Source: an optimization exercise on an open RTL-to-GDS flow (aim: small area and a short achievable clock period). Production flows keep margins and buffers that such runs may drop. In this exercise RTL edits were held to simulation tests only and were not proved equivalent to the original. Power figures rest on the tool's default switching activity, not on a simulated workload.

==> exp/amber <==
==> flow/design.v <==
`default_nettype none
module mips_instr_sequencer #(
  parameter int                DATA_W       = 32,
  parameter int                DEPTH        = 64,
  parameter int                ADDR_W       = $clog2(DEPTH),
  parameter logic [DATA_W-1:0] NOP_WORD     = '0,
  parameter int                DRAIN_CYCLES = 12
) (
  input  logic              clk,
  input  logic              reset,
  input  logic              load_en,
  input  logic [ADDR_W-1:0] load_addr,
  input  logic [DATA_W-1:0] load_data,
  input  logic [ADDR_W:0]   prog_len,
  input  logic              start,
  input  logic              step_mode,
  input  logic              step,
  input  logic              loop_en,
  input  logic              stall,
  input  logic              abort,
  output logic [DATA_W-1:0] instr,
  output logic              instr_valid,
  output logic [ADDR_W-1:0] pc_idx,
  output logic              busy,
  output logic              done,
  output logic [15:0]       issued_cnt
);
  localparam logic [3:0] c_DRAIN = 4'(DRAIN_CYCLES);
  logic              run_q, step_q, drain_q, busy_q;
  logic [3:0]        dcnt_q;
  logic [ADDR_W-1:0] idx_q;       
  logic [DEPTH-1:0]  oh_q;        
  logic [ADDR_W-1:0] last_q;      
  logic              loop_q;
  logic [DATA_W-1:0] instr_q;     
  logic              valid_q;
  logic [ADDR_W-1:0] pc_q;
  logic [15:0]       cnt_q;
  logic              done_q;
  logic idle_q;                   
  logic idle;
  assign idle = idle_q;
  logic [DATA_W-1:0] mem_q [DEPTH];
  logic [DATA_W-1:0] mem_d [DEPTH];
  logic [DEPTH-1:0]  wr_en, keep;
  logic              load_ok;
  assign load_ok = load_en && idle;
  always_comb begin
    for (int w = 0; w < DEPTH; w++) begin
      wr_en[w] =  (load_ok && (load_addr == ADDR_W'(w)));
      keep[w]  = !(load_ok && (load_addr == ADDR_W'(w)));
    end
  end
  for (genvar w = 0; w < DEPTH; w++) begin : g_w
    for (genvar b = 0; b < DATA_W; b++) begin : g_b
      mips_seq_a22o u_wr (
        .a1(wr_en[w]), .a2(load_data[b]), .b1(keep[w]), .b2(mem_q[w][b]), .x(mem_d[w][b])
      );
    end
  end
  always_ff @(posedge clk) begin
    for (int w = 0; w < DEPTH; w++) begin
      mem_q[w] <= mem_d[w];
    end
  end
  logic [2:0] rd_n [DATA_W];
  for (genvar b = 0; b < DATA_W; b++) begin : g_rd
    logic [21:0] l1_n;
    logic [5:0]  l2;
    for (genvar k = 0; k < 20; k++) begin : g_l1
      mips_seq_a222oi u_l1 (
        .a1(oh_q[3*k]),   .a2(mem_q[3*k][b]),
        .b1(oh_q[3*k+1]), .b2(mem_q[3*k+1][b]),
        .c1(oh_q[3*k+2]), .c2(mem_q[3*k+2][b]),
        .y(l1_n[k])
      );
    end
    mips_seq_a22oi u_l1a (
      .a1(oh_q[60]), .a2(mem_q[60][b]), .b1(oh_q[61]), .b2(mem_q[61][b]), .y(l1_n[20])
    );
    mips_seq_a22oi u_l1b (
      .a1(oh_q[62]), .a2(mem_q[62][b]), .b1(oh_q[63]), .b2(mem_q[63][b]), .y(l1_n[21])
    );
    for (genvar k = 0; k < 5; k++) begin : g_l2
      mips_seq_nand4 u_l2 (
        .a(l1_n[4*k]), .b(l1_n[4*k+1]), .c(l1_n[4*k+2]), .d(l1_n[4*k+3]), .y(l2[k])
      );
    end
    mips_seq_nand2 u_l2b (.a(l1_n[20]), .b(l1_n[21]), .y(l2[5]));
    for (genvar k = 0; k < 3; k++) begin : g_l3
      mips_seq_nor2 u_l3 (.a(l2[2*k]), .b(l2[2*k+1]), .y(rd_n[b][k]));
    end
  end
  logic len_nz, len_one;
  logic [ADDR_W-1:0] len_last;
  assign len_nz   = |prog_len;
  assign len_one  = (prog_len == (ADDR_W+1)'(1));
  assign len_last = prog_len[ADDR_W] ? {ADDR_W{1'b1}} : (prog_len[ADDR_W-1:0] - ADDR_W'(1));
  logic start_ok, issue_st, issue_rs, issue, hold, at_last, wrap_loop;
  logic go_drain, byp, to_zero;
  assign start_ok = idle && start;
  assign issue_st = start_ok && len_nz && !step_mode;
  assign issue_rs = ((run_q && !stall) || (step_q && !stall && step)) && !abort;
  assign issue    = issue_st || issue_rs;
  assign hold     = (run_q || step_q) && !abort && stall;
  assign at_last  = issue_st ? len_one : (idx_q == last_q);
  assign wrap_loop = issue_st ? loop_en : loop_q;
  assign byp      = load_en && (load_addr == '0);
  assign go_drain = (start_ok && !len_nz)
                 || ((run_q || step_q) && abort)
                 || (issue && at_last && !wrap_loop);
  assign to_zero  = (issue && at_last) || (!issue && go_drain);
  logic s_rd_n, s_ld, s_hold;
  assign s_rd_n = reset || !issue || (issue_st && byp);
  assign s_ld   = !reset && issue_st && byp;
  assign s_hold = !reset && hold;
  logic [DATA_W-1:0] instr_d;
  for (genvar b = 0; b < DATA_W; b++) begin : g_out
    logic keep_n, rd_u;
    mips_seq_a22oi u_k (.a1(s_ld), .a2(load_data[b]), .b1(s_hold), .b2(instr_q[b]), .y(keep_n));
    mips_seq_a31o u_m (.a1(rd_n[b][0]), .a2(rd_n[b][1]), .a3(rd_n[b][2]), .b1(s_rd_n), .x(rd_u));
    mips_seq_nand2 u_o (.a(keep_n), .b(rd_u), .y(instr_d[b]));
  end
  always_ff @(posedge clk) begin
    instr_q <= instr_d;
  end
  logic run_n, step_n, drain_n, dend;
  assign dend = drain_q && (dcnt_q == 4'd0);
  always_comb begin
    run_n   = run_q;
    step_n  = step_q;
    drain_n = drain_q && !dend;
    if (start_ok && len_nz) begin
      run_n  = !step_mode;
      step_n = step_mode;
    end
    if (go_drain) begin
      run_n   = 1'b0;
      step_n  = 1'b0;
      drain_n = 1'b1;
    end
  end
  logic [15:0] cnt_inc;
  assign cnt_inc = (cnt_q == 16'hFFFF) ? cnt_q : cnt_q + 16'd1;
  always_ff @(posedge clk) begin
    if (reset) begin
      run_q   <= 1'b0;
      step_q  <= 1'b0;
      drain_q <= 1'b0;
      busy_q  <= 1'b0;
      idle_q  <= 1'b1;
      dcnt_q  <= '0;
      idx_q   <= '0;
      oh_q    <= DEPTH'(1);
      last_q  <= '0;
      loop_q  <= 1'b0;
      valid_q <= 1'b0;
      pc_q    <= '0;
      cnt_q   <= '0;
      done_q  <= 1'b0;
    end else begin
      run_q   <= run_n;
      step_q  <= step_n;
      drain_q <= drain_n;
      busy_q  <= run_n || step_n || drain_n;
      idle_q  <= !(run_n || step_n || drain_n);
      done_q  <= dend;
      if (go_drain) begin
        dcnt_q <= c_DRAIN;
      end else if (drain_q && !dend) begin
        dcnt_q <= dcnt_q - 4'd1;
      end
      if (start_ok) begin
        last_q <= len_last;
        loop_q <= loop_en;
      end
      if (to_zero) begin
        idx_q <= '0;
        oh_q  <= DEPTH'(1);
      end else if (issue) begin
        idx_q <= idx_q + ADDR_W'(1);
        oh_q  <= {oh_q[DEPTH-2:0], oh_q[DEPTH-1]};
      end
      valid_q <= issue || (hold && valid_q);
      if (issue) begin
        pc_q <= idx_q;
      end
      if (start_ok) begin
        cnt_q <= issue ? 16'd1 : 16'd0;
      end else if (issue) begin
        cnt_q <= cnt_inc;
      end
    end
  end
  assign instr       = instr_q;
  assign instr_valid = valid_q;
  assign pc_idx      = pc_q;
  assign busy        = busy_q;
  assign done        = done_q;
  assign issued_cnt  = cnt_q;
endmodule
module mips_seq_a22o (
  input  logic a1, a2, b1, b2,
  output logic x
);
  assign x = (a1 & a2) | (b1 & b2);
endmodule
module mips_seq_a22oi (
  input  logic a1, a2, b1, b2,
  output logic y
);
  assign y = !((a1 & a2) | (b1 & b2));
endmodule
module mips_seq_a222oi (
  input  logic a1, a2, b1, b2, c1, c2,
  output logic y
);
  assign y = !((a1 & a2) | (b1 & b2) | (c1 & c2));
endmodule
module mips_seq_nand4 (
  input  logic a, b, c, d,
  output logic y
);
  assign y = !(a & b & c & d);
endmodule
module mips_seq_nand2 (
  input  logic a, b,
  output logic y
);
  assign y = !(a & b);
endmodule
module mips_seq_nor3 (
  input  logic a, b, c,
  output logic y
);
  assign y = !(a | b | c);
endmodule
module mips_seq_nor2 (
  input  logic a, b,
  output logic y
);
  assign y = !(a | b);
endmodule
module mips_seq_a31o (
  input  logic a1, a2, a3, b1,
  output logic x
);
  assign x = (a1 & a2 & a3) | b1;
endmodule
`default_nettype wire
==> flow/flow/run.sh <==
#!/bin/bash
# Standard layout (the standard.sh, all steps) with one change: the port
# buffers that global placement inserts are buf_4 cells instead of the
# resizer's default pick (a clkdlybuf4s50_1 delay cell).
set -euo pipefail
export BUFFER_PORTS_ARGS="-buffer_cell sky130_fd_sc_hd__buf_4"
bash standard.sh finish > standard_make.log 2>&1
==> flow/standard.sh <==
#!/bin/bash
# synth_recipe.tcl (not shown) runs the flow's synth.tcl, then flattens the netlist and writes it again
# the make line also repeats each setting of config.mk as NAME=value (left out here)
make -C /OpenROAD-flow-scripts/flow DESIGN_CONFIG=/design/flow/config.mk WORK_HOME=/design/flow/orfs CLKGATE_MAP_FILE= SYNTH_SCRIPT=/design/flow/synth_recipe.tcl "${@:-finish}"
==> flow/config.mk <==
export PLATFORM = sky130hd
export DESIGN_NAME = mips_instr_sequencer
export DESIGN_NICKNAME = mips_instr_sequencer
export VERILOG_FILES = /design/flow/design.v
export SDC_FILE = /design/flow/constraint.sdc
export NUM_CORES = 4
export LEC_CHECK = 0
export CAP_MARGIN = 20
export CORE_MARGIN = 2
export CORE_UTILIZATION = 70
export CTS_CLUSTER_DIAMETER = 100
export CTS_CLUSTER_SIZE = 25
export PLACE_DENSITY = 0.8
export SETUP_SLACK_MARGIN = 1.9
export SLEW_MARGIN = 20
export SYNTH_HIERARCHICAL = 1
export SYNTH_MINIMUM_KEEP_SIZE = 0
==> flow/constraint.sdc <==
create_clock -name core_clock -period 4.5 [get_ports {clk}]
set_input_delay 0.9000 -clock core_clock [delete_from_list [all_inputs] [get_ports {clk}]]
set_output_delay 0.9000 -clock core_clock [all_outputs]
set_load 0.01 [all_outputs]
==> exp/pepper: changes against exp/amber <==
--- a/flow/design.v
+++ b/flow/design.v
@@ -31,3 +31,5 @@
   logic [ADDR_W-1:0] idx_q;       
-  logic [DEPTH-1:0]  oh_q;        
+  logic [7:0]        row_q;       
+  logic [7:0]        col_q;       
+  logic [DEPTH-1:0]  rsel;        
   logic [ADDR_W-1:0] last_q;      
@@ -47,7 +49,12 @@
   assign load_ok = load_en && idle;
+  logic [7:0] wa_hi, wa_lo;
   always_comb begin
-    for (int w = 0; w < DEPTH; w++) begin
-      wr_en[w] =  (load_ok && (load_addr == ADDR_W'(w)));
-      keep[w]  = !(load_ok && (load_addr == ADDR_W'(w)));
-    end
+    for (int j = 0; j < 8; j++) begin
+      wa_hi[j] = load_ok && (load_addr[5:3] == 3'(j));
+      wa_lo[j] = (load_addr[2:0] == 3'(j));
+    end
+  end
+  for (genvar w = 0; w < DEPTH; w++) begin : g_dec
+    mips_seq_and2  u_we (.a(wa_hi[w/8]), .b(wa_lo[w%8]), .x(wr_en[w]));
+    mips_seq_nand2 u_kp (.a(wa_hi[w/8]), .b(wa_lo[w%8]), .y(keep[w]));
   end
@@ -64,2 +71,5 @@
     end
+  end
+  for (genvar w = 0; w < DEPTH; w++) begin : g_sel
+    mips_seq_and2 u_sel (.a(row_q[w/8]), .b(col_q[w%8]), .x(rsel[w]));
   end
@@ -71,5 +81,5 @@
       mips_seq_a222oi u_l1 (
-        .a1(oh_q[3*k]),   .a2(mem_q[3*k][b]),
-        .b1(oh_q[3*k+1]), .b2(mem_q[3*k+1][b]),
-        .c1(oh_q[3*k+2]), .c2(mem_q[3*k+2][b]),
+        .a1(rsel[3*k]),   .a2(mem_q[3*k][b]),
+        .b1(rsel[3*k+1]), .b2(mem_q[3*k+1][b]),
+        .c1(rsel[3*k+2]), .c2(mem_q[3*k+2][b]),
         .y(l1_n[k])
@@ -78,6 +88,6 @@
     mips_seq_a22oi u_l1a (
-      .a1(oh_q[60]), .a2(mem_q[60][b]), .b1(oh_q[61]), .b2(mem_q[61][b]), .y(l1_n[20])
+      .a1(rsel[60]), .a2(mem_q[60][b]), .b1(rsel[61]), .b2(mem_q[61][b]), .y(l1_n[20])
     );
     mips_seq_a22oi u_l1b (
-      .a1(oh_q[62]), .a2(mem_q[62][b]), .b1(oh_q[63]), .b2(mem_q[63][b]), .y(l1_n[21])
+      .a1(rsel[62]), .a2(mem_q[62][b]), .b1(rsel[63]), .b2(mem_q[63][b]), .y(l1_n[21])
     );
@@ -153,3 +163,4 @@
       idx_q   <= '0;
-      oh_q    <= DEPTH'(1);
+      row_q   <= 8'd1;
+      col_q   <= 8'd1;
       last_q  <= '0;
@@ -178,6 +189,10 @@
         idx_q <= '0;
-        oh_q  <= DEPTH'(1);
+        row_q <= 8'd1;
+        col_q <= 8'd1;
       end else if (issue) begin
         idx_q <= idx_q + ADDR_W'(1);
-        oh_q  <= {oh_q[DEPTH-2:0], oh_q[DEPTH-1]};
+        col_q <= {col_q[6:0], col_q[7]};
+        if (col_q[7]) begin
+          row_q <= {row_q[6:0], row_q[7]};
+        end
       end
@@ -249,2 +264,8 @@
 endmodule
+module mips_seq_and2 (
+  input  logic a, b,
+  output logic x
+);
+  assign x = a & b;
+endmodule
 `default_nettype wire
==> flow/flow/run.sh (replaced) <==
#!/bin/bash
# Standard layout (the standard.sh, all steps, standard synthesis) with two
# changes made through ORFS's own hooks:
#  - the port buffers that global placement inserts are buf_4 cells instead of
#    the resizer's default pick (a clkdlybuf4s50_1 delay cell);
#  - the 64 x 32 buffer flip-flops are pre-placed as a regular array (bit b in
#    column b, word w in a row, a spare row after every two words) before global placement and released after it,
#    so each bit's read tree is placed compactly around its column.
set -euo pipefail
here="$(cd "$(dirname "${BASH_SOURCE[0]}")" && pwd)"
export BUFFER_PORTS_ARGS="-buffer_cell sky130_fd_sc_hd__buf_4"
export PRE_GLOBAL_PLACE_SKIP_IO_TCL="$here/place_array.tcl"
export POST_GLOBAL_PLACE_TCL="$here/release_array.tcl"
export ARRAY_GAP_EVERY=2
bash standard.sh finish > standard_make.log 2>&1
==> flow/flow/place_array.tcl (new file) <==
# Pre-places the 64 x 32 buffer flip-flops mem_q[w][b] as a regular array before
# global placement: bit b in column b, word w in a row, a spare row after every
# ARRAY_GAP_EVERY words (default 4). Each column starts one site right of a tap-cell x position, so no
# flop overlaps a tap cell. The flops are FIRM during global placement (the
# placer then puts the write muxes and read-tree gates around them) and are
# released again after it (release_array.tcl).
set block [ord::get_db_block]
set core  [$block getCoreArea]
set site_w 460
set taps {}
foreach inst [$block getInsts] {
  if {[string match "*tapvpwrvgnd*" [[$inst getMaster] getName]]} {
    lappend taps [lindex [$inst getLocation] 0]
  }
}
set xs [lsort -integer -unique $taps]
set rows {}
foreach row [$block getRows] {
  lappend rows [list [lindex [$row getOrigin] 1] [$row getOrient]]
}
set rows [lsort -integer -index 0 $rows]
set nbits 32
set nwords 64
set gap 4
if {[info exists ::env(ARRAY_GAP_EVERY)]} { set gap $::env(ARRAY_GAP_EVERY) }
set nrows_arr [expr {$nwords + $nwords / $gap}]
set k0 [expr {([llength $xs] - $nbits) / 2}]
set r0 [expr {([llength $rows] - $nrows_arr) / 2}]
if {$k0 < 0 || $r0 < 0} { error "place_array: core too small for the array" }
set placed 0
for {set w 0} {$w < $nwords} {incr w} {
  set r [lindex $rows [expr {$r0 + $w + $w / $gap}]]
  set y [lindex $r 0]
  set orient [lindex $r 1]
  for {set b 0} {$b < $nbits} {incr b} {
    set x [expr {[lindex $xs [expr {$k0 + $b}]] + $site_w}]
    set inst [$block findInst "mem_q\\\[$w\\\]\\\[$b\\\]\$_DFF_P_"]
    if {$inst eq "NULL"} { error "place_array: no flop for word $w bit $b" }
    $inst setOrient $orient
    $inst setLocation $x $y
    $inst setPlacementStatus FIRM
    incr placed
  }
}
puts "place_array: placed $placed flip-flops, columns from x=[lindex $xs $k0], rows from [lindex [lindex $rows $r0] 0]"
==> flow/flow/release_array.tcl (new file) <==
# Releases the pre-placed buffer flip-flops (see place_array.tcl) so that the
# resizer and detailed placement may resize and legalize them like any cell.
set n 0
foreach inst [[ord::get_db_block] getInsts] {
  if {[$inst getPlacementStatus] eq "FIRM"} {
    $inst setPlacementStatus PLACED
    incr n
  }
}
puts "release_array: released $n cells"
CORE_ASPECT_RATIO = 0.6   (was not set)
CORE_UTILIZATION = 50   (was 70)
PLACE_DENSITY = 0.85   (was 0.8)
SETUP_SLACK_MARGIN = 2.5   (was 1.9)
==> summary.txt <==
| metric | exp/amber | exp/pepper |
|---|---|---|
| Cell total after placement | 7583 | 7978 |
| Die X | 330 um | 498 um |
| Final core utilization | 77.3% | 56.9% |
| Largest net degree at the start of global routing | 76 | 66 |
| Clk pwr | 0.0100 W | 0.00953 W |
| Post-DP HPWL | 147000 um | 167000 um |
| Top cell type's share of synthesized area | 58.8% | 58.6% |
| Flop pwr share | 63.9% | 64.4% |
| Power Sequential | 0.0229 W | 0.0225 W |
| Crit-path slowest cell | a222oi_1 | dfxtp_2 |
| Placed cell areas | 78600 um2 | 77900 um2 |
| Min Hold Slack | 0.379 ns | 0.462 ns |
| Result of the run | timing/DRC/antenna clean | timing/DRC/antenna clean |
| Peak ir drop on the vdd network | 0.366 mV | 0.316 mV |
| Initial Utilization | 70.7% | 50.5% |
| Fraction of synthesized cell area in xor and xnor cells | 0.141% | 0.347% |
| Post-synthesis sequential area ratio | 58.8% | 58.6% |
| Area used by multi-input combinational logic | 30400 um2 | 30800 um2 |
| Total detailed-routing wirelength | 259000 um | 230000 um |
| Cell area after layout | 81500 um2 | 82400 um2 |
| Count of sequential standard cells | 2190 | 2142 |
| Standard cell core area | 105000 um2 | 145000 um2 |
| Switch share | 23.9% | 23.5% |
| Top fanout value on the critical path | 18 | 2 |
| Number of nets in the layout | 6365 | 6302 |

[port drivers added, routing unchanged]
The flow's constraints put no driver on any port. The routed layouts listed below were extracted and timed again, unchanged, in two steps.
Step 1: set_driving_cell puts a clkbuf_16 on clk and a buf_2 on each other input, an assumption about the parent block.
Step 2, shift: input delay + t, output delay - t, t = (earliest + latest rising clock arrival at the registers) / 2. This alone moves slack from input paths to output paths.
Slacks: ideal ports / drivers / drivers and shift; pairs: ideal ports / drivers.
| run | shift t [ns] | setup WS [ns] | slew at the worst register clock pin (ns) | cell pins on the clock port's net |
|---|---|---|---|---|
| exp/amber | 0.815 | 1.812 / 1.812 / 1.033 | 0.10 / 0.10 | 1 |
| exp/pepper | 0.802 | 2.364 / 2.293 / 1.591 | 0.10 / 0.10 | 1 |
After both steps setup and hold are still met in every run listed. The setup slack of exp/amber, which loses most, moves by 0.000 ns with the drivers and by -0.779 ns with both steps.
